Background: an optimization exercise with open tools, aiming at small area. Do not read the settings as production practice. Only simulation tests tie the RTL to the original design; equivalence was not proved. No activity file was given, so power comes from the tool's default toggle rates.

## design.v

```verilog
package morph_pkg;
  localparam int WIN = 3;
  localparam int GRP  = 4;
  localparam int GBIT = 5;
endpackage
module bin_line_buffer #(
  parameter int DEPTH = 159,
  parameter int WIDTH = 5
) (
  input  logic             clk_i,
  input  logic             shift_en_i,
  input  logic [WIDTH-1:0] word_i,
  output logic [WIDTH-1:0] word_o
);
  logic [DEPTH*WIDTH-1:0] sr_reg;
  always_ff @(posedge clk_i) begin
    if (shift_en_i) begin
      sr_reg <= {sr_reg[(DEPTH-1)*WIDTH-1:0], word_i};
    end
  end
  assign word_o = sr_reg[DEPTH*WIDTH-1 -: WIDTH];
endmodule
module binary_erode3x3 #(
  parameter int DATA_WIDTH = 8,
  parameter int IMG_WIDTH  = 640,
  parameter int IMG_HEIGHT = 480
) (
  input  logic                  clk_i,
  input  logic                  rst_i,
  input  logic                  pixel_datav_i,
  input  logic                  pixel_sof_i,
  input  logic [DATA_WIDTH-1:0] pixel_data_i,
  output logic                  erode_datav_o,
  output logic                  erode_sof_o,
  output logic [DATA_WIDTH-1:0] erode_data_o,
  output logic                  overrun_o
);
  localparam int GRP    = morph_pkg::GRP;
  localparam int GBIT   = morph_pkg::GBIT;
  localparam int CW     = $clog2(IMG_WIDTH);
  localparam int RW     = $clog2(IMG_HEIGHT + 2);
  localparam int NGRP   = IMG_WIDTH / GRP - 1;
  localparam logic [CW-1:0] LAST_COL = CW'(IMG_WIDTH - 1);
  localparam logic [RW-1:0] LAST_ROW = RW'(IMG_HEIGHT - 1);
  localparam logic [RW-1:0] FLUSH_ROW = RW'(IMG_HEIGHT);
  logic            active_reg;
  logic [CW-1:0]   col_reg;
  logic [RW-1:0]   row_reg;
  logic            datav_reg;
  logic            sof_reg;
  logic            data_reg;
  logic            overrun_reg;
  logic            flush;
  logic            beat;
  logic            restart;
  logic [CW-1:0]   col_b;
  logic [RW-1:0]   row_b;
  logic            p_in;
  logic            p1_reg, p2_reg;
  logic            h_cur;
  logic [5:1]      hs_reg;
  logic [4:1]      ws_reg;
  logic [4:1]      rb_reg;
  logic [3:1]      rw_reg;
  logic            e_old;
  logic            w_new;
  logic [GRP-1:0]  enc_b, enc_w;
  logic [GBIT-1:0] enc_c;
  logic [GBIT-1:0] dec_c;
  logic [GRP-1:0]  dec_b, dec_w;
  logic [1:0]      rd_sel;
  logic            grp_shift;
  assign flush   = active_reg && (row_reg >= FLUSH_ROW);
  assign restart = pixel_datav_i && pixel_sof_i && !flush;
  assign beat    = flush || (pixel_datav_i && (pixel_sof_i || active_reg));
  assign col_b   = restart ? '0 : col_reg;
  assign row_b   = restart ? '0 : row_reg;
  assign p_in  = |pixel_data_i;
  assign h_cur = p2_reg && p1_reg && p_in && (col_b >= CW'(2));
  assign e_old = rb_reg[4] && rb_reg[3] && rb_reg[2];
  assign w_new = e_old && h_cur && (row_b != '0);
  assign enc_b[0] = hs_reg[5] | hs_reg[4] | hs_reg[3];
  assign enc_b[1] = hs_reg[4] | hs_reg[3] | hs_reg[2];
  assign enc_b[2] = hs_reg[3] | hs_reg[2] | hs_reg[1];
  assign enc_b[3] = hs_reg[2] | hs_reg[1] | h_cur;
  assign enc_w    = {ws_reg[1], ws_reg[2], ws_reg[3], ws_reg[4]};
  assign grp_shift = beat && (col_b[1:0] == 2'd1);
  always_comb begin
    if (&enc_b) begin
      enc_c = {1'b1, enc_w[3], enc_w[2], enc_w[1], enc_w[0]};
    end else if (!enc_b[1] && !enc_b[2]) begin
      enc_c = {1'b1, enc_b[0] | enc_b[3], !enc_b[0], enc_b[0], !enc_b[0] | enc_b[3]};
    end else if (enc_b[0] && enc_b[1]) begin
      enc_c = {2'b00, enc_b[2], enc_w[1] | enc_b[3], enc_w[0]};
    end else begin
      enc_c = {2'b01, enc_b[1], enc_w[2] | enc_b[0], enc_w[3]};
    end
  end
  bin_line_buffer #(
    .DEPTH(NGRP),
    .WIDTH(GBIT)
  ) u_store (
    .clk_i     (clk_i),
    .shift_en_i(grp_shift),
    .word_i    (enc_c),
    .word_o    (dec_c)
  );
  always_comb begin
    dec_b = '0;
    dec_w = '0;
    if (dec_c[4]) begin
      if ((dec_c[0] && !dec_c[1] && dec_c[2]) || (dec_c[1] && !dec_c[2] && dec_c[3])) begin
        dec_b = {dec_c[3] & dec_c[0], 2'b00, dec_c[1]};
      end else begin
        dec_b = 4'b1111;
        dec_w = dec_c[3:0];
      end
    end else if (!dec_c[3]) begin
      dec_b = {dec_c[1] & !dec_c[2], dec_c[2], 2'b11};
      dec_w = {2'b00, dec_c[2] & dec_c[1], dec_c[0]};
    end else begin
      dec_b = {2'b11, dec_c[2], dec_c[1] & !dec_c[2]};
      dec_w = {dec_c[0], dec_c[2] & dec_c[1], 2'b00};
    end
  end
  assign rd_sel = col_b[1:0] + 2'd2;
  always_ff @(posedge clk_i) begin
    if (beat) begin
      p1_reg <= p_in;
      p2_reg <= p1_reg;
      hs_reg <= {hs_reg[4:1], h_cur};
      ws_reg <= {ws_reg[3:1], w_new};
      rb_reg <= {rb_reg[3:1], dec_b[rd_sel]};
      rw_reg <= {rw_reg[2:1], dec_w[rd_sel]};
    end
  end
  always_ff @(posedge clk_i) begin
    if (rst_i) begin
      active_reg  <= 1'b0;
      datav_reg   <= 1'b0;
      sof_reg     <= 1'b0;
      data_reg    <= 1'b0;
      overrun_reg <= 1'b0;
    end else begin
      datav_reg <= beat && ((row_b >= RW'(2)) || (row_b == RW'(1) && col_b != '0));
      sof_reg   <= beat && (row_b == RW'(1)) && (col_b == CW'(1));
      data_reg  <= beat && (row_b >= RW'(2)) && (row_b <= LAST_ROW) && h_cur && rw_reg[3];
      if (flush && pixel_datav_i) begin
        overrun_reg <= 1'b1;
      end
      if (restart) begin
        active_reg <= 1'b1;
      end else if (flush && row_reg[0]) begin
        active_reg <= 1'b0;
      end
    end
  end
  always_ff @(posedge clk_i) begin
    if (beat) begin
      if (col_b == LAST_COL) begin
        col_reg <= '0;
        row_reg <= row_b + 1'b1;
      end else begin
        col_reg <= col_b + 1'b1;
        row_reg <= row_b;
      end
    end
  end
  assign erode_datav_o = datav_reg;
  assign erode_sof_o   = sof_reg;
  assign erode_data_o  = {DATA_WIDTH{data_reg}};
  assign overrun_o     = overrun_reg;
endmodule
```

## run.sh

```bash
#!/bin/bash
# synth_recipe.tcl (not shown) runs the flow's synth.tcl, then flattens the netlist and writes it again
# the make line also repeats each setting of config.mk as NAME=value (left out here)
make -C /OpenROAD-flow-scripts/flow DESIGN_CONFIG=/design/flow/config.mk WORK_HOME=/design/flow/orfs CLKGATE_MAP_FILE= SYNTH_SCRIPT=/design/flow/synth_recipe.tcl finish
```

## config.mk

```make
export PLATFORM = sky130hd
export DESIGN_NAME = binary_erode3x3
export DESIGN_NICKNAME = binary_erode3x3
export VERILOG_FILES = /design/flow/design.v
export SDC_FILE = /design/flow/constraint.sdc
export NUM_CORES = 4
export LEC_CHECK = 0
export CAP_MARGIN = 20
export CORE_MARGIN = 2
export CORE_UTILIZATION = 75
export CTS_BUF_LIST = sky130_fd_sc_hd__clkbuf_4 sky130_fd_sc_hd__clkbuf_8
export CTS_CLUSTER_DIAMETER = 35
export CTS_CLUSTER_SIZE = 15
export SLEW_MARGIN = 20
```

## constraint.sdc

```tcl
create_clock -name core_clock -period 10.0 [get_ports {clk_i}]
set_input_delay 2.0000 -clock core_clock [delete_from_list [all_inputs] [get_ports {clk_i}]]
set_output_delay 2.0000 -clock core_clock [all_outputs]
set_load 0.01 [all_outputs]
```

==> results.cfg, run 1 <==
[detailed_routing]
routed_wl_um = 37920
vias = 9849
routedWlPerCell_um = 22.60
antenna_left = 0
drt_iter0_drc = 1199
dr.pass1.iters = 5
drc = 0
vias_per_cell = 5.869

[synthesis]
yosysWarnings = 2
synth_ff_type = edfxtp_1
synth_top_cell_by_area = edfxtp_1
synth.distinct_cells = 59
synth.avg_cell_area_um2 = 25.32
synth_top_area_share_pct = 94.59
ys_ff_latch = 837
ys_seq_area_share_pct = 94.97
async_flop_share_pct = 0
synth.cell_area_um2 = 26410
synth.most_common_cell = edfxtp_1
synth_area_leaders = edfxtp_1 95%, dfxtp_1 0.38%, ha_1 0.38%
synthesis.nets = 1063
synthCells = 1043
synth_edf_count = 832
netlist_top_cells_count = 832 x edfxtp_1, 26 x nor2_1, 18 x nand2_1

[sta]
fmax_ghz = 0.1886
drv_slew = 0
hold_viol_final = 0
tightest_slew_ps = 1040
fin_skew_ps = 28.30
period_share_pct = 53.01
setup_violations = 0
final.min_clock_period_ps = 5301
fin_setup_tns_ps = 0
max_slew_margin_pct = 30.70
rsz0062_at_grt = false

[worst_hold_path]
worstHoldStart = u_store.sr_reg[430]$_DFFE_PP_
min_to = u_store.sr_reg[435]$_DFFE_PP_
whs_path_depth = 0
hold_class = register to register

[clock_tree]
clk_pin_slew_ps = 80
postCtsSetupRepairBufs = 0
clock-root-buffer = clkbuf_8
cts-resized-gates = 0
clock_path_buffers = 3
cts_hold_buffers = 0
clk-insertion-delay-late_ps = 670
cts_inserted_buffers = 94
cts_tree = built
htree_levels = 3
cts_num_sinks = 837

[finish]
drive_gt1_share_pct = 15.22
largest_reg_flops = 795
n_fill_cell = 1267
syn2layout_area_growth_pct = 10.82
utilization_pct = 84.53
nNetsFinal = 1169
stdcell_count = 1678

[place]
place_hpwl_um = 17060
gp_congestion = 0.7846
portBuffers = 22
dp.cells = 1508

[critical_path]
cp-start-kind = input pin
reg2regPathDepth = 10
worstPathArrival_ps = 5580
r2r_end = row_reg[8]$_DFFE_PP_
path_class = input pin to register
crit_required_ps = 10280
crit_path_end_kind = register
r2r_start = row_reg[6]$_DFFE_PP_
regToRegSetupSlack_ps = 6040
critPathMaxFanout = 190

[status]
status = timing/DRC/antenna clean

[die]
die_x_um = 191.7
die_area_um2 = 36730
coreArea_um2 = 34630
die_height_um = 191.7
rows = 68
boundaryPins = 23
initial_utilization_pct = 76.28

[global_routing]
antenna_found_initial = 2
grt_max_degree = 193
grt_overflow = 0
grt_pass1_wl_um = 56360
grt_pass1_vias = 9674
gr-usage-all-layers_pct = 21.48

[pwr]
ir_drop_mv = 0.1869
p_total_w = 0.006463
powerDensity_nw_per_um2 = 220.8
power_leakage_nw = 7.444

[job]
drv_cap = 0
-- cells in the final DEF, fill, tap and decap left out, types with 7 or more instances in the layout --
| master | Yosys | layout |
|---|---|---|
| a21oi_1 | 11 | 11 |
| bufinv_16 | 0 | 8 |
| clkbuf_8 | 0 | 95 |
| clkdlybuf4s50_1 | 0 | 22 |
| clkinv_4 | 0 | 15 |
| clkinvlp_4 | 0 | 18 |
| edfxtp_1 | 832 | 832 |
| ha_1 | 8 | 8 |
| inv_1 | 8 | 8 |
| inv_6 | 0 | 18 |
| nand2_1 | 18 | 18 |
| nand3_1 | 12 | 12 |
| nand4_1 | 10 | 10 |
| nor2_1 | 26 | 26 |
| nor3_1 | 7 | 7 |
| o21ai_0 | 7 | 7 |
| xnor2_1 | 7 | 7 |
| xor2_1 | 7 | 7 |
-- routing by layer --
layer / up-vias / wire length (µm) / global-route usage (%)
met1: 5005 / 16690 / 32.37
met3: 75 / 2280 / 5.372
met2: 366 / 18000 / 31.71
met5: - / 0 / 0
met4: 0 / 949 / 7.929
li1: 4403 / - / -
-- report_power, final --
group	switching (W)	internal (W)	total, W
clock network	0.00129	0.00117	0.00245
logic	0.0000794	0.0000242	0.000104
registers	0.0000250	0.00388	0.00391
total	0.00139	0.00507	0.00646
-- layout make-up --
type	instances	area (µm²)	share of cell area, %
multi-input combinational	179	1205	4.116
timing repair buffer	28	315.3	1.077
tap	455	569.3	1.945
clock buffer	96	1315	4.493
sequential	837	25080	85.70
inverter	9	33.78	0.1154
clock inverter	73	745.7	2.548
antenna	1	2.502	0.008549
-- critical path, cell delays in order --
cell and delay (ps):
clkdlybuf4s50_1 530, nand2_1 130, o21bai_1 390, nand2_1 280, ha_1 210, and2_4 490
buf_12 590, buf_12 730
-- worst max path at each step --
stage,start,to,slack [ps]
after floorplan,pixel_datav_i,sof_reg$_SDFF_PP0_,990
after global placement,pixel_datav_i,u_store.sr_reg[299]$_DFFE_PP_,4250
after detailed placement,pixel_datav_i,u_store.sr_reg[274]$_DFFE_PP_,4070
after CTS,pixel_datav_i,u_store.sr_reg[264]$_DFFE_PP_,4800
after global routing,pixel_datav_i,u_store.sr_reg[264]$_DFFE_PP_,4480
final,pixel_datav_i,u_store.sr_reg[264]$_DFFE_PP_,4700
-- per-stage QoR --
stage / instance area [µm²] / worst slack (ps) / hold slack (ps)
2_1_floorplan: 26420 / 986.2 / 400.3
3_3_place_gp: 27210 / 4246 / 401.8
3_5_place_dp: 27210 / 4068 / 404.5
4_1_cts: 29270 / 4797 / 396.3
5_1_grt: 29270 / 4480 / 409.5
6_report: 29270 / 4699 / 404.9
-- cells by family after synthesis --
family	after synthesis	synth area share, %
buffers and inverters	27	0.5211
DFF	837	94.97
and+or+nand+nor	107	2.264
adders and majority gates	8	0.3790
AOI/OAI and AO/OA	45	1.208
xor gates and xnor gates	14	0.4642
muxes	5	0.1942
==> run 2, diff against run 1 <==
--- a/config.mk
+++ b/config.mk
@@ -8,7 +8,7 @@
 export CAP_MARGIN = 20
 export CORE_MARGIN = 2
-export CORE_UTILIZATION = 75
-export CTS_BUF_LIST = sky130_fd_sc_hd__clkbuf_4 sky130_fd_sc_hd__clkbuf_8
-export CTS_CLUSTER_DIAMETER = 35
-export CTS_CLUSTER_SIZE = 15
+export CORE_UTILIZATION = 70
+export CTS_BUF_LIST = sky130_fd_sc_hd__clkbuf_8
+export CTS_CLUSTER_DIAMETER = 40
+export CTS_CLUSTER_SIZE = 20
 export SLEW_MARGIN = 20
==> results.cfg, run 2 <==
[worst_hold_path]
whs_path_depth = 0
min_to = u_store.sr_reg[723]$_DFFE_PP_
worstHoldStart = u_store.sr_reg[718]$_DFFE_PP_
hold_class = register to register

[pwr]
power_leakage_nw = 7.353
ir_drop_mv = 0.2054
powerDensity_nw_per_um2 = 213.3

[clock_tree]
cts-resized-gates = 0
cts_num_sinks = 837
clock_path_buffers = 3
clk_pin_slew_ps = 90
clk-insertion-delay-late_ps = 650
cts_tree = built
cts_inserted_buffers = 77
clock-root-buffer = clkbuf_8
postCtsSetupRepairBufs = 0
cts_hold_buffers = 0
htree_levels = 3

[place]
placed_area_um2 = 27270
gp_congestion = 0.7549
portBuffers = 22
place_hpwl_um = 14020

[critical_path]
regToRegSetupSlack_ps = 6310
crit_path_cell_trace = clkdlybuf4s50_1, nand2_1, o21bai_1, nand2_1, ha_1, and2_4, buf_4, buf_12
critPathMaxFanout = 186
slowest_stage = buf_12
critPathBufInv = 3
crit_required_ps = 10250
cp-start-kind = input pin
cp_top_family = buffers and inverters
r2r_start = row_reg[8]$_DFFE_PP_
cpMostUsedCell = nand2_1
worst_path_largest_cell_delay_ps = 700
r2r_end = row_reg[8]$_DFFE_PP_
worstPathArrival_ps = 5300
crit_path_end_kind = register
reg2regPathDepth = 10
path_class = input pin to register

[detailed_routing]
drt_iter0_drc = 900
wl_met2_um = 11960
vias_per_cell = 5.436
routed-wl-met3_um = 1222
drc = 0
antenna_left = 0
top_layer = met4
met1_length_um = 16390
routedWlPerCell_um = 17.73
routed_wl_um = 30250
vias = 9274
dr.pass1.iters = 5

[sta]
tightest_slew_ps = 1027
hold_viol_final = 0
fin_setup_tns_ps = 0
setup_violations = 0
fin_skew_ps = 35.65
max_slew_margin_pct = 31.55
period_share_pct = 50.52
final.min_clock_period_ps = 5052
rsz0062_at_grt = false
holdWs_ps = 407.6
drv_slew = 0
fmax_ghz = 0.1979

[synthesis]
async_flop_share_pct = 0
synth.cell_area_um2 = 26410
synth.distinct_cells = 59
ys_ff_latch = 837
synthCells = 1043
synth_top_cell_by_area = edfxtp_1
synth.avg_cell_area_um2 = 25.32
ys_seq_area_share_pct = 94.97
synth_area_leaders = edfxtp_1 95%, dfxtp_1 0.38%, ha_1 0.38%
synth_top_area_share_pct = 94.59
synth_edf_count = 832
netlist_top_cells_count = 832 x edfxtp_1, 26 x nor2_1, 18 x nand2_1
synthesis.nets = 1063
yosysWarnings = 2
synth_ff_type = edfxtp_1
synth.most_common_cell = edfxtp_1

[finish]
drive_gt1_share_pct = 13.14
layout_common_cells = 832 x edfxtp_1, 79 x clkbuf_8, 26 x nor2_1
syn2layout_area_growth_pct = 10.08
fin_area_um2 = 29080
nNetsFinal = 1155
mostFrequentLayoutCell = edfxtp_1
n_antenna_cell = 0
utilization_pct = 77.74
largest_reg_flops = 795

[die]
rows = 71
coreArea_um2 = 37400
die_area_um2 = 39300
die_height_um = 198.3
boundaryPins = 23
initial_utilization_pct = 70.62
die_x_um = 198.3

[global_routing]
grt_pass1_wl_um = 46650
grt_overflow = 0
gr-usage-all-layers_pct = 15.86
antenna_found_initial = 0
grt_max_degree = 213
grt_pass1_vias = 8616

[job]
drv_cap = 0

[status]
status = timing/DRC/antenna clean
## run 2: cell counts after synthesis
No cell type changed its count.
## run 2: metal layers
layer | vias to the layer above | GRT usage [%]
li1 | 4352 | -
met1 | 4706 | 27.40
met2 | 161 | 19.58
met3 | 55 | 4.139
met4 | 0 | 5.959
met5 | - | 0
## run 2: cell families (layout without fill, tap and decap cells)
kind of cell / after synthesis / after routing / share of synthesized area, %
flops: 837 / 837 / 94.97
fa+ha+maj: 8 / 8 / 0.3790
mux: 5 / 5 / 0.1942
buf+inv: 27 / 179 / 0.5211
xor+xnor: 14 / 14 / 0.4642
compound gates: 45 / 45 / 1.208
simple gates: 107 / 107 / 2.264
## run 2: how the worst max path moves through the flow
| stage | cells past startpoint | slack, ps | from | end |
|---|---|---|---|---|
| CTS | 8 | 4880 | pixel_datav_i | u_store.sr_reg[497]$_DFFE_PP_ |
| floorplan | 4 | 990 | pixel_datav_i | sof_reg$_SDFF_PP0_ |
| detailed placement | 8 | 4120 | pixel_datav_i | u_store.sr_reg[333]$_DFFE_PP_ |
| global route | 8 | 4730 | pixel_datav_i | u_store.sr_reg[488]$_DFFE_PP_ |
| finish | 8 | 4950 | pixel_datav_i | u_store.sr_reg[187]$_DFFE_PP_ |
| global placement | 8 | 4230 | pixel_datav_i | u_store.sr_reg[328]$_DFFE_PP_ |
## run 2: metrics by stage
stage | power, W | setup slack, ps | std cells
global route | 0.006426 | 4730 | 1706
finish | 0.006202 | 4948 | 1706
global placement | 0.004080 | 4225 | 1567
CTS | 0.006292 | 4876 | 1706
detailed placement | 0.004083 | 4118 | 1567
floorplan | 0.004073 | 986.2 | 1043
## run 2: power breakdown
| part | leakage, nW | switching [W] | internal (W) |
|---|---|---|---|
| logic | 0.647 | 0.0000748 | 0.0000239 |
| clock network | 0.891 | 0.00118 | 0.00102 |
| registers | 5.81 | 0.0000204 | 0.00388 |
## run 2: final cells by class
| type | instances | area, µm² |
|---|---|---|
| multi-input cells | 179 | 1205 |
| clock buffers | 79 | 1087 |
| fillers | 1884 | 8324 |
| flip-flops and latches | 837 | 25080 |
| inverters | 9 | 33.78 |
| repair buffers | 31 | 316.6 |
| clock inverters | 60 | 709.4 |
| well taps | 511 | 639.4 |
==> run 3, diff against run 2 <==
--- a/config.mk
+++ b/config.mk
@@ -9,6 +9,6 @@
 export CORE_MARGIN = 2
 export CORE_UTILIZATION = 70
-export CTS_BUF_LIST = sky130_fd_sc_hd__clkbuf_8
-export CTS_CLUSTER_DIAMETER = 40
-export CTS_CLUSTER_SIZE = 20
+export CTS_BUF_LIST = sky130_fd_sc_hd__clkbuf_16
+export CTS_CLUSTER_DIAMETER = 60
+export CTS_CLUSTER_SIZE = 40
 export SLEW_MARGIN = 20
==> results.cfg, run 3 <==
[finish]
syn2layout_area_growth_pct = 8.418
utilization_pct = 76.57
nNetsFinal = 1116
stdcell_count = 1637
largest_reg_flops = 795
n_antenna_cell = 0
mostFrequentLayoutCell = edfxtp_1
layout_common_cells = 832 x edfxtp_1, 38 x clkbuf_16, 26 x nor2_1
drive_gt1_share_pct = 8.348

[sta]
max_slew_margin_pct = 29.51
drv_slew = 0
final.min_clock_period_ps = 5076
fin_setup_tns_ps = 0
setup_violations = 0
period_share_pct = 50.76
tightest_slew_ps = 1057
fin_skew_ps = 30.61
rsz0062_at_grt = false
fmax_ghz = 0.1970
holdWs_ps = 411.2
hold_viol_final = 0

[pwr]
p_sw_w = 0.001193
powerDensity_nw_per_um2 = 205.5
p_seq_share_pct = 66.3
ir_drop_mv = 0.2029
p_comb_share_pct = 1.7
p_clk_share_pct = 32.0
power_leakage_nw = 7.117
internal_power_w = 0.004691
power_switching_share_pct = 20.27

[clock_tree]
cts_tree = built
cts_num_sinks = 837
cts-resized-gates = 0
cts_hold_buffers = 0
htree_levels = 2
clk_pin_slew_ps = 110
clk-insertion-delay-late_ps = 600
clock-root-buffer = clkbuf_16
clock_path_buffers = 3
postCtsSetupRepairBufs = 0
cts_inserted_buffers = 38

[critical_path]
reg2regPathDepth = 10
path_class = input pin to register
worstPathArrival_ps = 5300
regToRegSetupSlack_ps = 6310
critPathMaxFanout = 186
crit_required_ps = 10220
r2r_end = row_reg[8]$_DFFE_PP_
cp-start-kind = input pin
crit_path_end_kind = register
r2r_start = row_reg[8]$_DFFE_PP_

[detailed_routing]
vias = 9026
routedWlPerCell_um = 17.86
vias_per_cell = 5.514
routed_wl_um = 29240
dr.pass1.iters = 5
drt_iter0_drc = 795
antenna_left = 0
drc = 0

[synthesis]
synth_area_leaders = edfxtp_1 95%, dfxtp_1 0.38%, ha_1 0.38%
ys_seq_area_share_pct = 94.97
synth_top_area_share_pct = 94.59
synth.most_common_cell = edfxtp_1
synthesis.nets = 1063
synthCells = 1043
netlist_top_cells_count = 832 x edfxtp_1, 26 x nor2_1, 18 x nand2_1
async_flop_share_pct = 0
synth.avg_cell_area_um2 = 25.32
synth.cell_area_um2 = 26410
synth_edf_count = 832
synth.distinct_cells = 59
synth_ff_type = edfxtp_1
ys_ff_latch = 837
synth_top_cell_by_area = edfxtp_1
yosysWarnings = 2

[place]
place_hpwl_um = 14020
gp_congestion = 0.7549
portBuffers = 22
dp.cells = 1567

[die]
die_x_um = 198.3
initial_utilization_pct = 70.62
die_height_um = 198.3
boundaryPins = 23
rows = 71
die_area_um2 = 39300
coreArea_um2 = 37400

[worst_hold_path]
whs_path_depth = 0
hold_class = register to register
worstHoldStart = u_store.sr_reg[753]$_DFFE_PP_
min_to = u_store.sr_reg[758]$_DFFE_PP_

[job]
drv_cap = 0

[global_routing]
grt_pass1_vias = 8067
grt_pass1_wl_um = 44660
grt_max_degree = 213
antenna_found_initial = 1
gr-usage-all-layers_pct = 15.12
grt_overflow = 0

[status]
status = timing/DRC/antenna clean
run 3: changes by cell type in the layout (fill, tap and decap cells not counted), moves of 2 or more:
| cell | delta |
|---|---|
| inv_8 | -3 |
| inv_1 | -5 |
| clkbuf_8 | -79 |
| clkinvlp_4 | -10 |
| inv_16 | +3 |
| bufinv_16 | -8 |
| clkinv_2 | -2 |
| clkbuf_16 | +38 |
| inv_12 | +4 |
| inv_6 | -6 |
| clkinv_8 | -2 |
run 3: worst max-delay path by stage:
stage                        startpoint                             to  slack (ps)  depth (start not counted)
after CTS                 pixel_datav_i  u_store.sr_reg[311]$_DFFE_PP_        4800                          8
after detailed placement  pixel_datav_i  u_store.sr_reg[333]$_DFFE_PP_        4120                          8
after floorplan           pixel_datav_i             sof_reg$_SDFF_PP0_         990                          4
after global placement    pixel_datav_i  u_store.sr_reg[328]$_DFFE_PP_        4230                          8
after global routing      pixel_datav_i  u_store.sr_reg[222]$_DFFE_PP_        4660                          8
final                     pixel_datav_i  u_store.sr_reg[366]$_DFFE_PP_        4920                          8
run 3: final cells by class:
type,count,area [µm²]
clock buffer,38,950.9
tap,511,639.4
fill,1948,8763
multi-input combinational,179,1205
clock inverter,32,406.6
timing repair buffer,31,316.6
sequential,837,25080
inverter,9,33.78
run 3: cell families after synthesis:
| logic type | share of synthesized area [%] |
|---|---|
| buf+inv | 0.5211 |
| fa+ha+maj | 0.3790 |
| xor+xnor | 0.4642 |
| flops | 94.97 |
| simple gates | 2.264 |
| mux | 0.1942 |
| compound gates | 1.208 |
run 3: metrics by stage:
stage | worst slack (ps) | instance area (µm²) | total power (W)
finish | 4924 | 28640 | 0.005884
global placement | 4225 | 27270 | 0.004080
detailed placement | 4118 | 27270 | 0.004083
global route | 4664 | 28640 | 0.006077
CTS | 4799 | 28630 | 0.005955
floorplan | 986.2 | 26420 | 0.004073
run 3: critical path, stage by stage:
cell	delay, ps
clkdlybuf4s50_1	520
nand2_1	130
o21bai_1	390
nand2_1	250
ha_1	170
and2_4	400
buf_4	590
buf_12	710
run 3: power groups by stage:
| stage | registers [W] | logic (W) | clock network, W |
|---|---|---|---|
| after CTS | 0.00390 | 0.000100 | 0.00195 |
| final | 0.00390 | 0.0000991 | 0.00188 |
| after floorplan | 0.00400 | 0.0000727 | 0 |
| after global placement | 0.00398 | 0.0000987 | 0 |
| after detailed placement | 0.00398 | 0.000101 | 0 |
| after global routing | 0.00391 | 0.000112 | 0.00206 |
run 3: layer usage:
layer	GRT usage (%)	wire, µm	vias up
li1	-	-	4264
met3	2.810	962	39
met4	5.458	648	0
met5	0	0	-
met1	26.84	16030	4619
met2	18.97	11600	104
==> run 4, diff against run 3 <==
--- a/config.mk
+++ b/config.mk
@@ -6,4 +6,5 @@
 export NUM_CORES = 4
 export LEC_CHECK = 0
+export ABC_AREA = 1
 export CAP_MARGIN = 20
 export CORE_MARGIN = 2
==> results.cfg, run 4 <==
[critical_path]
cp-start-kind = input pin
reg2regPathDepth = 9
r2r_end = u_store.sr_reg[34]$_DFFE_PP_
critPathMaxFanout = 180
path_class = input pin to register
crit_required_ps = 10200
regToRegSetupSlack_ps = 5810
r2r_start = row_reg[7]$_DFFE_PP_
worstPathArrival_ps = 5650
crit_path_end_kind = register

[place]
post-place-ws_ps = 4062
placed_area_um2 = 27420
gp_congestion = 0.8286
portBuffers = 22
place_hpwl_um = 14200

[detailed_routing]
vias_per_cell = 5.453
drc = 0
drt_iter0_drc = 885
dr.pass1.iters = 5
routed_wl_um = 30220
antenna_left = 0
routedWlPerCell_um = 17.79
vias = 9264

[die]
die_height_um = 198.6
die_area_um2 = 39440
coreArea_um2 = 37490
boundaryPins = 23
die_x_um = 198.6
rows = 71
initial_utilization_pct = 70.71

[synthesis]
synth_edf_count = 832
synth-simple-area-share_pct = 2.780
synth_top_area_share_pct = 94.25
synthesis.nets = 1127
synth_ff_type = edfxtp_1
yosysWarnings = 2
ys_ff_latch = 837
synth_area_leaders = edfxtp_1 94%, nand2_1 0.98%, inv_1 0.52%
synth_compound_gate_area_share_pct = 0.9581
synth.most_common_cell = edfxtp_1
synthCells = 1107
synth.distinct_cells = 35
async_flop_share_pct = 0
ys_seq_area_share_pct = 94.62
synth_top_family_by_area = simple AND/OR/NAND/NOR gates
synth_top_cell_by_area = edfxtp_1
synth.cell_area_um2 = 26510
synth-xor-area-share_pct = 0.2974
synthAdderAreaFrac_pct = 0.3776
netlist_top_cells_count = 832 x edfxtp_1, 69 x nand2_1, 37 x inv_1
synth.avg_cell_area_um2 = 23.95
yosys-mux-area-fraction_pct = 0

[clock_tree]
cts_inserted_buffers = 37
postCtsSetupRepairBufs = 0
cts_hold_buffers = 0
htree_levels = 2
cts_num_sinks = 837
clock_path_buffers = 3
clk_pin_slew_ps = 120
clock-root-buffer = clkbuf_16
cts-resized-gates = 0
clk-insertion-delay-late_ps = 580
cts_tree = built

[global_routing]
grt_pass1_wl_um = 45830
grt_pass1_vias = 8327
grt_overflow = 0
antenna_found_initial = 0
grt_max_degree = 209
gr-usage-all-layers_pct = 15.47

[status]
status = timing/DRC/antenna clean

[finish]
drive_gt1_share_pct = 8.502
mostFrequentLayoutCell = edfxtp_1
n_antenna_cell = 0
largest_reg_flops = 795
regArea_um2 = 25080
nNetsFinal = 1182
layout_common_cells = 832 x edfxtp_1, 68 x nand2_1, 37 x clkbuf_16
n_fill_cell = 2013
fin_area_um2 = 28740
multiInputGateArea_um2 = 1222
syn2layout_area_growth_pct = 8.411

[worst_hold_path]
hold_class = register to register
worstHoldStart = u_store.sr_reg[224]$_DFFE_PP_
min_to = u_store.sr_reg[229]$_DFFE_PP_
whs_path_depth = 0

[sta]
drv_slew = 0
tightest_slew_ps = 1090
rsz0062_at_grt = false
holdWs_ps = 415.6
fin_skew_ps = 26.00
setup_slack_ps = 4552
fin_setup_tns_ps = 0
max_slew_margin_pct = 27.30
period_share_pct = 54.48
fmax_ghz = 0.1835
hold_viol_final = 0
final.min_clock_period_ps = 5448
setup_violations = 0

[pwr]
powerDensity_nw_per_um2 = 203.6
power_leakage_nw = 7.271
ir_drop_mv = 0.1755

[job]
drv_cap = 0
## run 4: cell count changes in the layout (fill, tap and decap cells not counted), moves of 5 or more
cell,delta
nand4_1,-6
buf_4,-5
nand2_1,+50
and3_1,-5
o21ai_0,+12
nand2_2,+7
nor2b_1,-5
nand3_1,+13
inv_1,+27
nor2_1,+8
## run 4: how the worst max path moves through the flow
stage | startpoint | endpoint | slack, ps
global route | pixel_datav_i | u_store.sr_reg[117]$_DFFE_PP_ | 4390
global placement | pixel_datav_i | u_store.sr_reg[29]$_DFFE_PP_ | 4130
CTS | pixel_datav_i | u_store.sr_reg[34]$_DFFE_PP_ | 4700
floorplan | pixel_datav_i | u_store.sr_reg[0]$_DFFE_PP_ | -4870
finish | pixel_datav_i | u_store.sr_reg[34]$_DFFE_PP_ | 4550
detailed placement | pixel_datav_i | u_store.sr_reg[39]$_DFFE_PP_ | 4060
## run 4: per-stage QoR
step / cells / power [W] / util (%)
floorplan: 1107 / 0.004090 / -
global route: 1699 / 0.006050 / 76.66
global placement: 1634 / 0.004076 / 73.14
detailed placement: 1634 / 0.004080 / 73.14
CTS: 1699 / 0.005923 / 76.65
finish: 1699 / 0.005851 / 76.66
## run 4: cells by family after synthesis
family	count (synthesis)
adder cells (fa/ha/maj)	8
XOR/XNOR	9
flip-flops	837
AND/OR/NAND/NOR	159
AO/OA/AOI/OAI	42
buffers and inverters	52
## run 4: power breakdown
part | internal [W] | total, W | switching (W)
combinational | 0.0000248 | 0.000107 | 0.0000826
clock | 0.000781 | 0.00185 | 0.00107
sequential | 0.00388 | 0.00389 | 0.0000156
## run 4: cell type report
| cell class | count | area share (%) |
|---|---|---|
| flip-flops and latches | 837 | 87.28 |
| repair buffers | 28 | 1.110 |
| inverters | 40 | 0.5486 |
| clock inverters | 28 | 1.358 |
| clock buffers | 37 | 3.222 |
| multi-input cells | 218 | 4.254 |
| well taps | 511 | 2.225 |
## run 4: worst max-delay path: stages
cell             delay (ps)
clkdlybuf4s50_1         550
nand2_4                  60
o21bai_4                360
nand2_1                 360
ha_4                    190
inv_2                    40
nor2_4                  530
buf_12                  550
buf_12                  590
## run 4: metal layers
| metal | track usage [%] | vias to the layer above | part of all wire (%) |
|---|---|---|---|
| met2 | 20.31 | 132 | 41 |
| met3 | 3.577 | 42 | 4.2 |
| li1 | - | 4376 | - |
| met5 | 0 | - | 0 |
| met1 | 26.55 | 4714 | 53 |
| met4 | 4.478 | 0 | 1.9 |
==> run 5, diff against run 4 <==
==> config.mk (replaced) <==
export PLATFORM = sky130hd
export DESIGN_NAME = binary_erode3x3
export DESIGN_NICKNAME = binary_erode3x3
export VERILOG_FILES = /design/flow/design.v
export SDC_FILE = /design/flow/constraint.sdc
export NUM_CORES = 4
export LEC_CHECK = 0
export CAP_MARGIN = 20
export CORE_MARGIN = 2
export CORE_UTILIZATION = 40
export SLEW_MARGIN = 20
==> results.cfg, run 5 <==
[finish]
largest_reg_flops = 795
mostFrequentLayoutCell = edfxtp_1
layout_common_cells = 832 x edfxtp_1, 84 x clkbuf_16, 26 x nor2_1
n_antenna_cell = 0
syn2layout_area_growth_pct = 15.48
drive_gt1_share_pct = 12.34
nNetsFinal = 1159

[synthesis]
synthCells = 1043
synth.most_common_cell = edfxtp_1
async_flop_share_pct = 0
ys_ff_latch = 837
synth.avg_cell_area_um2 = 25.32
synth.distinct_cells = 59
synth_top_area_share_pct = 94.59
synth_ff_type = edfxtp_1
synth_top_cell_by_area = edfxtp_1
ys_seq_area_share_pct = 94.97
synth.cell_area_um2 = 26410
synth_edf_count = 832
netlist_top_cells_count = 832 x edfxtp_1, 26 x nor2_1, 18 x nand2_1
synth_area_leaders = edfxtp_1 95%, dfxtp_1 0.38%, ha_1 0.38%
synthesis.nets = 1063
yosysWarnings = 2

[sta]
fin_setup_tns_ps = 0
tightest_slew_ps = 1035
rsz0062_at_grt = false
max_slew_margin_pct = 30.98
final.min_clock_period_ps = 5442
drv_slew = 0
hold_viol_final = 0
period_share_pct = 54.42
fin_skew_ps = 18.64
fmax_ghz = 0.1838
setup_violations = 0

[status]
status = timing/DRC/antenna clean

[clock_tree]
clock_path_buffers = 3
clk-insertion-delay-late_ps = 620
cts_hold_buffers = 0
clock-root-buffer = clkbuf_16
cts_inserted_buffers = 83
cts-resized-gates = 0
htree_levels = 3
postCtsSetupRepairBufs = 0
cts_tree = built
clk_pin_slew_ps = 60
cts_num_sinks = 837

[detailed_routing]
drt_iter0_drc = 1013
vias_per_cell = 4.601
drc = 0
dr.pass1.iters = 6
antenna_left = 0
routed_wl_um = 32410
vias = 9528
routedWlPerCell_um = 15.65

[global_routing]
antenna_found_initial = 0
gr-usage-all-layers_pct = 9.437
grt_pass1_vias = 9060
grt_max_degree = 212
grt_overflow = 0
grt_pass1_wl_um = 50560

[critical_path]
path_class = input pin to register
worst_path_largest_cell_delay_ps = 720
slowest_stage = and2_4
cp-start-kind = input pin
crit_path_cell_trace = clkdlybuf4s50_1, nand2_1, o21bai_1, nand2_1, ha_1, and2_4, buf_4, buf_4
crit_path_end_kind = register
worstPathArrival_ps = 5680
critPathMaxFanout = 66
crit_required_ps = 10240

[die]
rows = 94
boundaryPins = 23
initial_utilization_pct = 40.32
die_height_um = 261.0
die_area_um2 = 68100
die_x_um = 261.0
coreArea_um2 = 65510

[place]
gp_congestion = 0.7229
place_hpwl_um = 14100
portBuffers = 22

[pwr]
ir_drop_mv = 0.1292
p_total_w = 0.007124
powerDensity_nw_per_um2 = 233.6
power_leakage_nw = 7.820

[job]
drv_cap = 0

[worst_hold_path]
hold_class = register to register
[run 5: changes by cell type after synthesis, sizes merged, moves of 4 or more]
cell,change
inv,-31
nand3,-16
nor2b,+5
nand4,+6
o21ai,-13
and3,+5
mux2i,+4
nor2,-14
xnor2,+4
nand2,-59
nor4,+5
clkbuf,+5
[run 5: logic make-up (layout without fill, tap and decap cells)]
group	count (synthesis)	count (layout)	share of synthesized area, %
xor+xnor	14	14	0.4642
buf+inv	27	191	0.5211
fa+ha+maj	8	8	0.3790
compound gates	45	45	1.208
flops	837	837	94.97
simple gates	107	107	2.264
mux	5	5	0.1942
[run 5: final timing paths]
path | startpoint | end | slack (ps) | cells past startpoint
worst min register to register | u_store.sr_reg[543]$_DFFE_PP_ | u_store.sr_reg[548]$_DFFE_PP_ | 400 | 0
worst max-delay path | pixel_datav_i | u_store.sr_reg[129]$_DFFE_PP_ | 4560 | 8
worst min-delay path | u_store.sr_reg[543]$_DFFE_PP_ | u_store.sr_reg[548]$_DFFE_PP_ | 400 | 0
worst max register to register | row_reg[8]$_DFFE_PP_ | u_store.sr_reg[129]$_DFFE_PP_ | 5990 | 6
[run 5: power by group]
part	switching, W	internal (W)
logic	0.0000768	0.0000239
registers	0.0000210	0.00389
clock network	0.00127	0.00185
[run 5: worst max-delay path, delay by kind of cell]
kind,cells,cell delay (ps)
buf+inv,3,1850
simple gates,3,1120
compound gates,1,400
fa+ha+maj,1,200
[run 5: through the flow]
stage               worst slack [ps]  area, µm²  hold slack [ps]  std cells  utilization (%)
finish                          4558      30500            399.9       2071            46.56
global route                    4213      30500            405.7       2071            46.56
floorplan                      986.2      26420            400.3       1043                -
detailed placement              3891      27710            404.5       1918            42.30
global placement                4027      27710            401.9       1918            42.30
CTS                             4547      30500            401.6       2071            46.56
[run 5: layer usage]
layer | up-vias | wire length [µm] | track usage (%)
met3 | 82 | 1359 | 2.846
met5 | - | 0 | 0
met2 | 161 | 12600 | 11.51
met4 | 0 | 922 | 4.143
met1 | 4897 | 17530 | 15.25
li1 | 4388 | - | -
[run 5: cell type report]
type,instances,area (µm²)
inverters,9,33.78
clock inverters,55,631.9
flip-flops and latches,837,25080
clock buffers,98,2155
multi-input cells,179,1205
well taps,864,1081
fillers,5164,35010
repair buffers,29,310.3
==> run 6, diff against run 5 <==
--- a/design.v
+++ b/design.v
@@ -38,13 +38,13 @@
   localparam int GRP    = morph_pkg::GRP;
   localparam int GBIT   = morph_pkg::GBIT;
-  localparam int CW     = $clog2(IMG_WIDTH);
-  localparam int RW     = $clog2(IMG_HEIGHT + 2);
   localparam int NGRP   = IMG_WIDTH / GRP - 1;
-  localparam logic [CW-1:0] LAST_COL = CW'(IMG_WIDTH - 1);
-  localparam logic [RW-1:0] LAST_ROW = RW'(IMG_HEIGHT - 1);
-  localparam logic [RW-1:0] FLUSH_ROW = RW'(IMG_HEIGHT);
+  localparam logic [7:0] GRP_LAST  = 8'd45;    
+  localparam logic [8:0] ROW_ONE   = 9'd1;     
+  localparam logic [8:0] ROW_FLUSH = 9'd36;    
+  localparam logic [8:0] ROW_END   = 9'd73;    
   logic            active_reg;
-  logic [CW-1:0]   col_reg;
-  logic [RW-1:0]   row_reg;
+  logic [1:0]      ph_reg;
+  logic [7:0]      grp_reg;
+  logic [8:0]      row_reg;
   logic            datav_reg;
   logic            sof_reg;
@@ -54,6 +54,12 @@
   logic            beat;
   logic            restart;
-  logic [CW-1:0]   col_b;
-  logic [RW-1:0]   row_b;
+  logic [1:0]      ph_b;
+  logic [7:0]      grp_b;
+  logic [8:0]      row_b;
+  logic            grp0;
+  logic            col_last;
+  logic            row0;
+  logic            row1;
+  logic            row_end;
   logic            p_in;
   logic            p1_reg, p2_reg;
@@ -71,13 +77,19 @@
   logic [1:0]      rd_sel;
   logic            grp_shift;
-  assign flush   = active_reg && (row_reg >= FLUSH_ROW);
+  assign row_end = (row_reg == ROW_END);
+  assign flush   = active_reg && (row_end || row_reg == ROW_FLUSH);
   assign restart = pixel_datav_i && pixel_sof_i && !flush;
   assign beat    = flush || (pixel_datav_i && (pixel_sof_i || active_reg));
-  assign col_b   = restart ? '0 : col_reg;
+  assign ph_b    = restart ? '0 : ph_reg;
+  assign grp_b   = restart ? '0 : grp_reg;
   assign row_b   = restart ? '0 : row_reg;
+  assign grp0     = (grp_b == '0);
+  assign col_last = (ph_b == 2'd3) && (grp_b == GRP_LAST);
+  assign row0     = (row_b == '0);
+  assign row1     = (row_b == ROW_ONE);
   assign p_in  = |pixel_data_i;
-  assign h_cur = p2_reg && p1_reg && p_in && (col_b >= CW'(2));
+  assign h_cur = p2_reg && p1_reg && p_in && !(grp0 && !ph_b[1]);
   assign e_old = rb_reg[4] && rb_reg[3] && rb_reg[2];
-  assign w_new = e_old && h_cur && (row_b != '0);
+  assign w_new = e_old && h_cur && !row0;
   assign enc_b[0] = hs_reg[5] | hs_reg[4] | hs_reg[3];
   assign enc_b[1] = hs_reg[4] | hs_reg[3] | hs_reg[2];
@@ -85,5 +97,5 @@
   assign enc_b[3] = hs_reg[2] | hs_reg[1] | h_cur;
   assign enc_w    = {ws_reg[1], ws_reg[2], ws_reg[3], ws_reg[4]};
-  assign grp_shift = beat && (col_b[1:0] == 2'd1);
+  assign grp_shift = beat && (ph_b == 2'd1);
   always_comb begin
     if (&enc_b) begin
@@ -124,5 +136,5 @@
     end
   end
-  assign rd_sel = col_b[1:0] + 2'd2;
+  assign rd_sel = ph_b + 2'd2;
   always_ff @(posedge clk_i) begin
     if (beat) begin
@@ -143,7 +155,7 @@
       overrun_reg <= 1'b0;
     end else begin
-      datav_reg <= beat && ((row_b >= RW'(2)) || (row_b == RW'(1) && col_b != '0));
-      sof_reg   <= beat && (row_b == RW'(1)) && (col_b == CW'(1));
-      data_reg  <= beat && (row_b >= RW'(2)) && (row_b <= LAST_ROW) && h_cur && rw_reg[3];
+      datav_reg <= beat && !row0 && !(row1 && grp0 && ph_b == 2'd0);
+      sof_reg   <= beat && row1 && grp0 && (ph_b == 2'd1);
+      data_reg  <= beat && !row0 && !row1 && !flush && h_cur && rw_reg[3];
       if (flush && pixel_datav_i) begin
         overrun_reg <= 1'b1;
@@ -151,5 +163,5 @@
       if (restart) begin
         active_reg <= 1'b1;
-      end else if (flush && row_reg[0]) begin
+      end else if (flush && row_end) begin
         active_reg <= 1'b0;
       end
@@ -158,9 +170,14 @@
   always_ff @(posedge clk_i) begin
     if (beat) begin
-      if (col_b == LAST_COL) begin
-        col_reg <= '0;
-        row_reg <= row_b + 1'b1;
+      ph_reg <= ph_b + 1'b1;
+      if (col_last) begin
+        grp_reg <= '0;
+        row_reg <= {row_b[7:0], !(row_b[8] ^ row_b[4])};
       end else begin
-        col_reg <= col_b + 1'b1;
+        if (ph_b == 2'd3) begin
+          grp_reg <= {grp_b[6:0], !(grp_b[7] ^ grp_b[5] ^ grp_b[4] ^ grp_b[3])};
+        end else begin
+          grp_reg <= grp_b;
+        end
         row_reg <= row_b;
       end
==> flow/run.sh (new file) <==
#!/bin/bash
# Standard ORFS layout, with the port buffers made from the smallest buffer cell.
set -euo pipefail
export BUFFER_PORTS_ARGS="-buffer_cell sky130_fd_sc_hd__buf_1"
bash standard.sh > standard.log 2>&1
==> standard.sh (new file) <==
#!/bin/bash
# synth_recipe.tcl (not shown) runs the flow's synth.tcl, then flattens the netlist and writes it again
# the make line also repeats each setting of config.mk as NAME=value (left out here)
make -C /OpenROAD-flow-scripts/flow DESIGN_CONFIG=/design/flow/config.mk WORK_HOME=/design/flow/orfs CLKGATE_MAP_FILE= SYNTH_SCRIPT=/design/flow/synth_recipe.tcl "${@:-finish}"
--- a/config.mk
+++ b/config.mk
@@ -8,4 +8,7 @@
 export CAP_MARGIN = 20
 export CORE_MARGIN = 2
-export CORE_UTILIZATION = 40
+export CORE_UTILIZATION = 70
+export CTS_BUF_LIST = sky130_fd_sc_hd__clkbuf_16
+export CTS_CLUSTER_DIAMETER = 60
+export CTS_CLUSTER_SIZE = 40
 export SLEW_MARGIN = 20
removed: run.sh
==> results.cfg, run 6 <==
[clock_tree]
clock_path_buffers = 3
cts_num_sinks = 837
cts_hold_buffers = 0
cts-resized-gates = 0
cts_tree = built
clock-root-buffer = clkbuf_16
cts_inserted_buffers = 38
clk_pin_slew_ps = 120
postCtsSetupRepairBufs = 0
htree_levels = 2
clk-insertion-delay-late_ps = 600

[synthesis]
yosys-mux-area-fraction_pct = 0.2676
synth.avg_cell_area_um2 = 25.70
synth_top_family_by_area = simple AND/OR/NAND/NOR gates
synth_top_area_share_pct = 95.41
synthAdderAreaFrac_pct = 0.1433
synth_ff_type = edfxtp_1
synthCells = 1019
synth_top_cell_by_area = edfxtp_1
synth-xor-area-share_pct = 0.1338
async_flop_share_pct = 0
synth.distinct_cells = 50
synth_edf_count = 832
synth.cell_area_um2 = 26190
ys_ff_latch = 837
synth-simple-area-share_pct = 1.730
synth.most_common_cell = edfxtp_1
synth_area_leaders = edfxtp_1 95%, nand2_1 0.47%, dfxtp_1 0.38%
synthesis.nets = 1034
yosysWarnings = 2
netlist_top_cells_count = 832 x edfxtp_1, 33 x nand2_1, 14 x a21oi_1
ys_seq_area_share_pct = 95.79
synth_compound_gate_area_share_pct = 1.424

[detailed_routing]
drt_iter0_drc = 849
dr.pass1.iters = 5
vias = 8935
drc = 0
routed-wl-met3_um = 1062
antenna_left = 0
routed_wl_um = 28640
top_layer = met4
wl_met2_um = 11430
met1_length_um = 15490
routedWlPerCell_um = 18.27
vias_per_cell = 5.702

[sta]
hold_viol_final = 0
setup_slack_ps = 5151
fin_setup_tns_ps = 0
setup_violations = 0
max_slew_margin_pct = 30.53
fmax_ghz = 0.2062
tightest_slew_ps = 1042
drv_slew = 0
rsz0062_at_grt = false
final.min_clock_period_ps = 4849
period_share_pct = 48.49
fin_skew_ps = 25.99

[critical_path]
critPathMaxFanout = 176
slowest_stage = buf_12
crit_required_ps = 10210
cp-start-kind = input pin
crit_path_end_kind = register
crit_path_cell_trace = buf_1, nand2_1, o21a_1, inv_1, ha_1, and2_4, buf_4, buf_12
path_class = input pin to register
worstPathArrival_ps = 5060
worst_path_largest_cell_delay_ps = 700

[status]
status = timing/DRC/antenna clean

[global_routing]
grt_max_degree = 214
antenna_found_initial = 0
gr-usage-all-layers_pct = 14.88
grt_pass1_vias = 8013
grt_overflow = 0
grt_pass1_wl_um = 43680

[die]
initial_utilization_pct = 71.36
coreArea_um2 = 36700
die_height_um = 197.4
rows = 70
die_x_um = 197.4
boundaryPins = 23
die_area_um2 = 38970

[finish]
largest_reg_flops = 795
syn2layout_area_growth_pct = 8.041
n_antenna_cell = 0
nNetsFinal = 1085
n_fill_cell = 1864
drive_gt1_share_pct = 7.734
mostFrequentLayoutCell = edfxtp_1
layout_common_cells = 832 x edfxtp_1, 41 x clkbuf_16, 33 x nand2_1

[job]
drv_cap = 0

[place]
portBuffers = 22
place_hpwl_um = 13200
gp_congestion = 0.7902
post-place-ws_ps = 4560

[pwr]
ir_drop_mv = 0.1749
power_leakage_nw = 6.962
powerDensity_nw_per_um2 = 209.1

[worst_hold_path]
hold_class = register to register
==> run 6: power breakdown <==
group / switching, W / total [W] / internal (W)
sequential: 0.0000162 / 0.00389 / 0.00387
clock: 0.00111 / 0.00195 / 0.000838
combinational: 0.0000625 / 0.0000787 / 0.0000161
==> run 6: logic make-up (layout without fill, tap and decap cells) <==
| logic type | Yosys count | count (layout) |
|---|---|---|
| flops | 837 | 837 |
| simple gates | 88 | 88 |
| compound gates | 55 | 55 |
| xor+xnor | 4 | 4 |
| fa+ha+maj | 3 | 3 |
| buf+inv | 25 | 105 |
| mux | 7 | 7 |
==> run 6: routing by layer <==
layer  up-vias  global-route usage (%)
met4         0                   4.678
met5         -                       0
li1       4175                       -
met1      4588                   26.58
met2       123                   18.40
met3        49                   3.449
==> run 6: worst paths after layout <==
path                                              startpoint                             to  slack [ps]  cells after the start
worst max-delay path                           pixel_datav_i  u_store.sr_reg[693]$_DFFE_PP_        5150                      8
worst min-delay path            u_store.sr_reg[27]$_DFFE_PP_   u_store.sr_reg[32]$_DFFE_PP_         400                      0
worst max register to register          row_reg[7]$_DFFE_PN_  u_store.sr_reg[693]$_DFFE_PP_        5230                      9
worst min register to register  u_store.sr_reg[27]$_DFFE_PP_   u_store.sr_reg[32]$_DFFE_PP_         400                      0
==> run 6: metrics by stage <==
| stage | hold WS, ps | total power, W | cells | util (%) | area, µm² |
|---|---|---|---|---|---|
| finish | 405.0 | 0.005916 | 1567 | 77.10 | 28290 |
| global route | 410.1 | 0.006113 | 1567 | 77.10 | 28290 |
| CTS | 406.6 | 0.005996 | 1567 | 77.09 | 28290 |
| detailed placement | 404.5 | 0.004047 | 1498 | 73.14 | 26840 |
| global placement | 400.7 | 0.004043 | 1498 | 73.14 | 26840 |
| floorplan | 400.3 | 0.004042 | 1019 | - | 26190 |
==> run 6: cell type report <==
class	count	area (µm²)	area share (%)
Timing Repair Buffer	29	172.7	0.6103
Clock buffer	41	1026	3.626
Inverter	7	26.28	0.09287
Multi-Input combinational cell	157	973.4	3.441
Tap cell	468	585.6	2.070
Clock inverter	28	424.2	1.499
Sequential cell	837	25080	88.66
==> run 6: worst max-delay path, delay by kind of cell <==
kind,cells,cell delay (ps)
buf+inv,4,1620
compound gates,1,300
fa+ha+maj,1,170
simple gates,2,830
==> run 7, diff against run 6 <==
==> flow/run.sh (replaced) <==
#!/bin/bash
# Standard ORFS layout, with the port buffers made from the smallest buffer cell and
# power recovery (downsizing of cells off the critical paths) after global routing.
set -euo pipefail
export BUFFER_PORTS_ARGS="-buffer_cell sky130_fd_sc_hd__buf_1"
export RECOVER_POWER=100
bash standard.sh > standard.log 2>&1
==> results.cfg, run 7 <==
[status]
status = failed layout checks
so_faults = capacitance limit, slew limit

[sta]
fin_setup_tns_ps = 0
final.min_clock_period_ps = 6892
drv_slew = 112
setup_violations = 0
max_slew_margin_pct = -132.9
fmax_ghz = 0.1451
fin_skew_ps = 25.99
period_share_pct = 68.92
hold_viol_final = 0
tightest_slew_ps = 3493
setup_slack_ps = 3108
rsz0062_at_grt = false

[detailed_routing]
routedWlPerCell_um = 18.27
vias_per_cell = 5.671
routed_wl_um = 28630
vias = 8887
drc = 0
dr.pass1.iters = 5
drt_iter0_drc = 844
antenna_left = 0

[clock_tree]
cts-resized-gates = 0
cts_inserted_buffers = 38
clk_pin_slew_ps = 120
clock-root-buffer = clkbuf_16
htree_levels = 2
cts_hold_buffers = 0
cts_tree = built
clk-insertion-delay-late_ps = 600
clock_path_buffers = 3
cts_num_sinks = 837
postCtsSetupRepairBufs = 0

[global_routing]
grt_overflow = 0
gr-usage-all-layers_pct = 14.88
antenna_found_initial = 0
grt_pass1_vias = 8013
grt_max_degree = 214
grt_pass1_wl_um = 43680

[finish]
nNetsFinal = 1085
layout_common_cells = 832 x edfxtp_1, 41 x clkbuf_16, 33 x nand2_1
n_antenna_cell = 0
syn2layout_area_growth_pct = 7.917
utilization_pct = 77.01
fin_area_um2 = 28260
regArea_um2 = 25080
drive_gt1_share_pct = 7.279
n_fill_cell = 1870
multiInputGateArea_um2 = 948.4
mostFrequentLayoutCell = edfxtp_1
largest_reg_flops = 795

[die]
die_x_um = 197.4
die_height_um = 197.4
initial_utilization_pct = 71.36
boundaryPins = 23
die_area_um2 = 38970
coreArea_um2 = 36700
rows = 70

[critical_path]
crit_path_cell_trace = or4_1, or3_2, a21boi_0, or2_2, and2_0, ha_1, and2_4, clkbuf_1
path_class = register to register
worst_path_largest_cell_delay_ps = 2500
worstPathArrival_ps = 7010
critPathMaxFanout = 71
crit_required_ps = 10110
crit_path_end_kind = register
slowest_stage = clkbuf_1
cp-start-kind = register

[job]
drv_cap = 2

[synthesis]
synth.cell_area_um2 = 26190
synth.avg_cell_area_um2 = 25.70
synth.distinct_cells = 50
synthesis.nets = 1034
synth_edf_count = 832
synth_top_cell_by_area = edfxtp_1
synth_ff_type = edfxtp_1
synth_area_leaders = edfxtp_1 95%, nand2_1 0.47%, dfxtp_1 0.38%
netlist_top_cells_count = 832 x edfxtp_1, 33 x nand2_1, 14 x a21oi_1
yosysWarnings = 2
synthCells = 1019
synth.most_common_cell = edfxtp_1
synth_top_area_share_pct = 95.41
async_flop_share_pct = 0
ys_ff_latch = 837
ys_seq_area_share_pct = 95.79

[pwr]
p_comb_share_pct = 1.3
power_switching_share_pct = 20.12
power_leakage_nw = 6.949
p_seq_share_pct = 65.7
p_sw_w = 0.001190
ir_drop_mv = 0.1751
p_total_w = 0.005915
p_clk_share_pct = 33.0
internal_power_w = 0.004725
powerDensity_nw_per_um2 = 209.3

[place]
place_hpwl_um = 13200
post-place-ws_ps = 4560
portBuffers = 22
gp_congestion = 0.7902
placed_area_um2 = 26840

[worst_hold_path]
hold_class = register to register
[run 7: through the flow]
| step | hold slack, ps | instances |
|---|---|---|
| after floorplan | 400.3 | 1019 |
| final | 405.0 | 1567 |
| after global routing | 410.1 | 1567 |
| after CTS | 406.6 | 1567 |
| after detailed placement | 404.5 | 1498 |
| after global placement | 400.7 | 1498 |
[run 7: final cells by class]
class                           instances  share of cell area, %
Sequential cell                       837                  88.76
Timing Repair Buffer                   29                 0.5844
Tap cell                              468                  2.072
Clock buffer                           41                  3.631
Clock inverter                         28                  1.501
Inverter                                7                0.09298
Multi-Input combinational cell        157                  3.356
[run 7: critical path: cells and delay by family (launching register included)]
family / cells / cell delay [ps]
AO/OA/AOI/OAI: 1 / 1050
flip-flops: 1 / 450
adder cells (fa/ha/maj): 1 / 180
buffers and inverters: 1 / 2500
AND/OR/NAND/NOR: 5 / 2140
[run 7: final timing paths]
kind / start / to / slack [ps] / cells past startpoint
hold / removal: u_store.sr_reg[27]$_DFFE_PP_ / u_store.sr_reg[32]$_DFFE_PP_ / 400 / 0
setup / recovery: row_reg[7]$_DFFE_PN_ / u_store.sr_reg[0]$_DFFE_PP_ / 3110 / 8
setup reg to reg: row_reg[7]$_DFFE_PN_ / u_store.sr_reg[0]$_DFFE_PP_ / 3110 / 8
hold reg to reg: u_store.sr_reg[27]$_DFFE_PP_ / u_store.sr_reg[32]$_DFFE_PP_ / 400 / 0
[run 7: cell families (layout without fill, tap and decap cells)]
logic type / after synthesis / count (layout) / synth area share [%]
muxes: 7 / 7 / 0.2676
DFF: 837 / 837 / 95.79
xor gates and xnor gates: 4 / 4 / 0.1338
AOI/OAI and AO/OA: 55 / 55 / 1.424
buffers and inverters: 25 / 105 / 0.5113
and+or+nand+nor: 88 / 88 / 1.730
adders and majority gates: 3 / 3 / 0.1434
[run 7: power by group through the flow]
stage | sequential (W) | combinational (W) | clock, W
after floorplan | 0.00398 | 0.0000592 | 0
after global placement | 0.00396 | 0.0000785 | 0
after detailed placement | 0.00397 | 0.0000810 | 0
after CTS | 0.00389 | 0.0000801 | 0.00203
after global routing | 0.00389 | 0.0000888 | 0.00213
final | 0.00389 | 0.0000778 | 0.00195
[run 7: per-layer routing]
metal  GRT usage, %  share of wire [%]  vias up
met2          18.40                 40      107
met5              0                  0        -
met1          26.58                 54     4562
li1               -                  -     4173
met3          3.449                3.6       45
met4          4.678                2.2        0
==> run 8, diff against run 7 <==
==> flow/run.sh (replaced) <==
#!/bin/bash
# Standard ORFS layout, with the port buffers made from the smallest buffer cell and a
# clock tree built without CTS's dummy balancing loads.
set -euo pipefail
export BUFFER_PORTS_ARGS="-buffer_cell sky130_fd_sc_hd__buf_1"
export CTS_ARGS="-sink_clustering_enable -repair_clock_nets -sink_clustering_size 40 -sink_clustering_max_diameter 60 -buf_list sky130_fd_sc_hd__clkbuf_16 -dont_use_dummy_load"
bash standard.sh > standard.log 2>&1
==> results.cfg, run 8 <==
[finish]
syn2layout_area_growth_pct = 6.145
mostFrequentLayoutCell = edfxtp_1
layout_common_cells = 832 x edfxtp_1, 38 x clkbuf_16, 33 x nand2_1
largest_reg_flops = 795
utilization_pct = 75.74
n_fill_cell = 1914
multiInputGateArea_um2 = 973.4
regArea_um2 = 25080
fin_area_um2 = 27800
drive_gt1_share_pct = 5.150
nNetsFinal = 1085

[clock_tree]
cts_num_sinks = 837
cts_hold_buffers = 0
clk_pin_slew_ps = 120
postCtsSetupRepairBufs = 0
clk-insertion-delay-late_ps = 600
cts_inserted_buffers = 38
cts-resized-gates = 0
clock_path_buffers = 3
clock-root-buffer = clkbuf_16
htree_levels = 2
cts_tree = built

[global_routing]
busiest_layer = met1
met1_usage_pct = 26.44
grt_pass1_vias = 7965
gr-usage-all-layers_pct = 14.74
grt_max_degree = 214
grt_overflow = 0
grt_pass1_wl_um = 43300
antenna_found_initial = 0
grtUsageMet2_pct = 18.01
met3_usage_pct = 2.817

[place]
place_hpwl_um = 13200
post-place-ws_ps = 4560
placed_area_um2 = 26840
portBuffers = 22
gp_congestion = 0.7902

[die]
boundaryPins = 23
coreArea_um2 = 36700
rows = 70
die_x_um = 197.4
die_height_um = 197.4
die_area_um2 = 38970
initial_utilization_pct = 71.36

[synthesis]
async_flop_share_pct = 0
synth.cell_area_um2 = 26190
synthesis.nets = 1034
synth_area_leaders = edfxtp_1 95%, nand2_1 0.47%, dfxtp_1 0.38%
synth_edf_count = 832
synth_top_cell_by_area = edfxtp_1
netlist_top_cells_count = 832 x edfxtp_1, 33 x nand2_1, 14 x a21oi_1
synth.avg_cell_area_um2 = 25.70
synth.distinct_cells = 50
synthCells = 1019
ys_seq_area_share_pct = 95.79
yosysWarnings = 2
ys_ff_latch = 837
synth_top_area_share_pct = 95.41
synth_ff_type = edfxtp_1
synth.most_common_cell = edfxtp_1

[pwr]
ir_drop_mv = 0.1731
power_leakage_nw = 6.741
p_total_w = 0.005548
powerDensity_nw_per_um2 = 199.6

[critical_path]
crit_required_ps = 10170
cp-start-kind = input pin
critPathMaxFanout = 174
path_class = input pin to register
crit_path_end_kind = register
worstPathArrival_ps = 5070

[sta]
hold_viol_final = 0
fin_skew_ps = 63.44
max_slew_margin_pct = 27.92
fin_setup_tns_ps = 0
setup_violations = 0
period_share_pct = 49.02
rsz0062_at_grt = false
drv_slew = 0
setup_slack_ps = 5098
tightest_slew_ps = 1081
final.min_clock_period_ps = 4902
fmax_ghz = 0.2040

[detailed_routing]
routed_wl_um = 28410
dr.pass1.iters = 4
antenna_left = 0
vias = 8862
routedWlPerCell_um = 18.48
drt_iter0_drc = 799
vias_per_cell = 5.766
drc = 0

[worst_hold_path]
hold_class = register to register

[job]
drv_cap = 0

[status]
status = timing/DRC/antenna clean
==> run 8: cell counts after synthesis <==
No cell type changed its count.
==> run 8: final timing paths <==
path	from	end	slack (ps)	cells past startpoint
setup / recovery	pixel_datav_i	u_store.sr_reg[355]$_DFFE_PP_	5100	8
hold / removal	u_store.sr_reg[27]$_DFFE_PP_	u_store.sr_reg[32]$_DFFE_PP_	360	0
hold reg to reg	u_store.sr_reg[27]$_DFFE_PP_	u_store.sr_reg[32]$_DFFE_PP_	360	0
setup reg to reg	row_reg[7]$_DFFE_PN_	u_store.sr_reg[355]$_DFFE_PP_	5210	9
==> run 8: layer usage <==
layer | routed length (µm) | vias to the layer above
met5 | 0 | -
met1 | 15350 | 4551
met3 | 981 | 42
met2 | 11360 | 129
li1 | - | 4140
met4 | 713 | 0
==> run 8: cell type report <==
| type | instances | share of cell area [%] |
|---|---|---|
| Multi-Input combinational cell | 157 | 3.502 |
| Clock buffer | 38 | 3.421 |
| Antenna cell | 1 | 0.009003 |
| Sequential cell | 837 | 90.25 |
| Timing Repair Buffer | 29 | 0.6212 |
| Tap cell | 468 | 2.107 |
| Inverter | 7 | 0.09453 |
==> run 8: kinds of logic after synthesis <==
family                   Yosys count  synth area share (%)
flip-flops                       837                 95.79
AND/OR/NAND/NOR                   88                 1.730
AO/OA/AOI/OAI                     55                 1.424
buffers and inverters             25                0.5113
multiplexers                       7                0.2676
XOR/XNOR                           4                0.1338
adder cells (fa/ha/maj)            3                0.1434
==> run 8: through the flow <==
step           hold slack, ps  instances
5_1_grt                 362.2       1536
2_1_floorplan           400.3       1019
6_report                360.8       1537
3_5_place_dp            404.5       1498
3_3_place_gp            400.7       1498
4_1_cts                 365.7       1536
==> run 8: critical path: stages <==
cell and delay (ps):
buf_1 160, nand2_1 280, o21a_1 300, inv_1 90, ha_1 170, and2_4 560
buf_4 670, buf_12 620
==> run 8: where the power goes <==
part           leakage [nW]  switching (W)  internal [W]  total [W]
clock                 0.468       0.000899      0.000683    0.00158
combinational         0.470      0.0000626     0.0000161  0.0000788
sequential             5.80      0.0000162       0.00387    0.00389

==> afterwards: timing with drivers on the ports <==
The flow's constraints put no driver on any port. The routed layouts listed below were extracted and timed again, unchanged, in two steps.
Step 1 sets driving cells, clkbuf_16 on the clock port and buf_2 on the other inputs (assumed; they add their load-dependent delay and slew).
Step 2 also shifts input and output timing later by t, the mid clock arrival at the registers, as if the neighbouring blocks saw the same clock.
Three values: ideal ports, drivers, drivers and shift; two values: the first two.
run	shift t [ns]	setup WS [ns]	worst slew at a driven data input, ns
run 1	0.714	4.699 / 4.722 / 4.008	0.05
run 2	0.681	4.948 / 4.968 / 4.286	0.03
run 3	0.643	4.924 / 4.950 / 4.307	0.03
run 4	0.621	4.552 / 4.576 / 3.955	0.04
run 5	0.667	4.558 / 4.591 / 3.923	0.04
run 6	0.631	5.151 / 5.179 / 4.548	0.03
run 7	0.631	3.108 / 3.108 / 3.108	0.03
run 8	0.619	5.098 / 5.131 / 4.512	0.03
The setup slack of run 1, which loses most, moves by +0.023 ns with the drivers and by -0.691 ns with both steps.
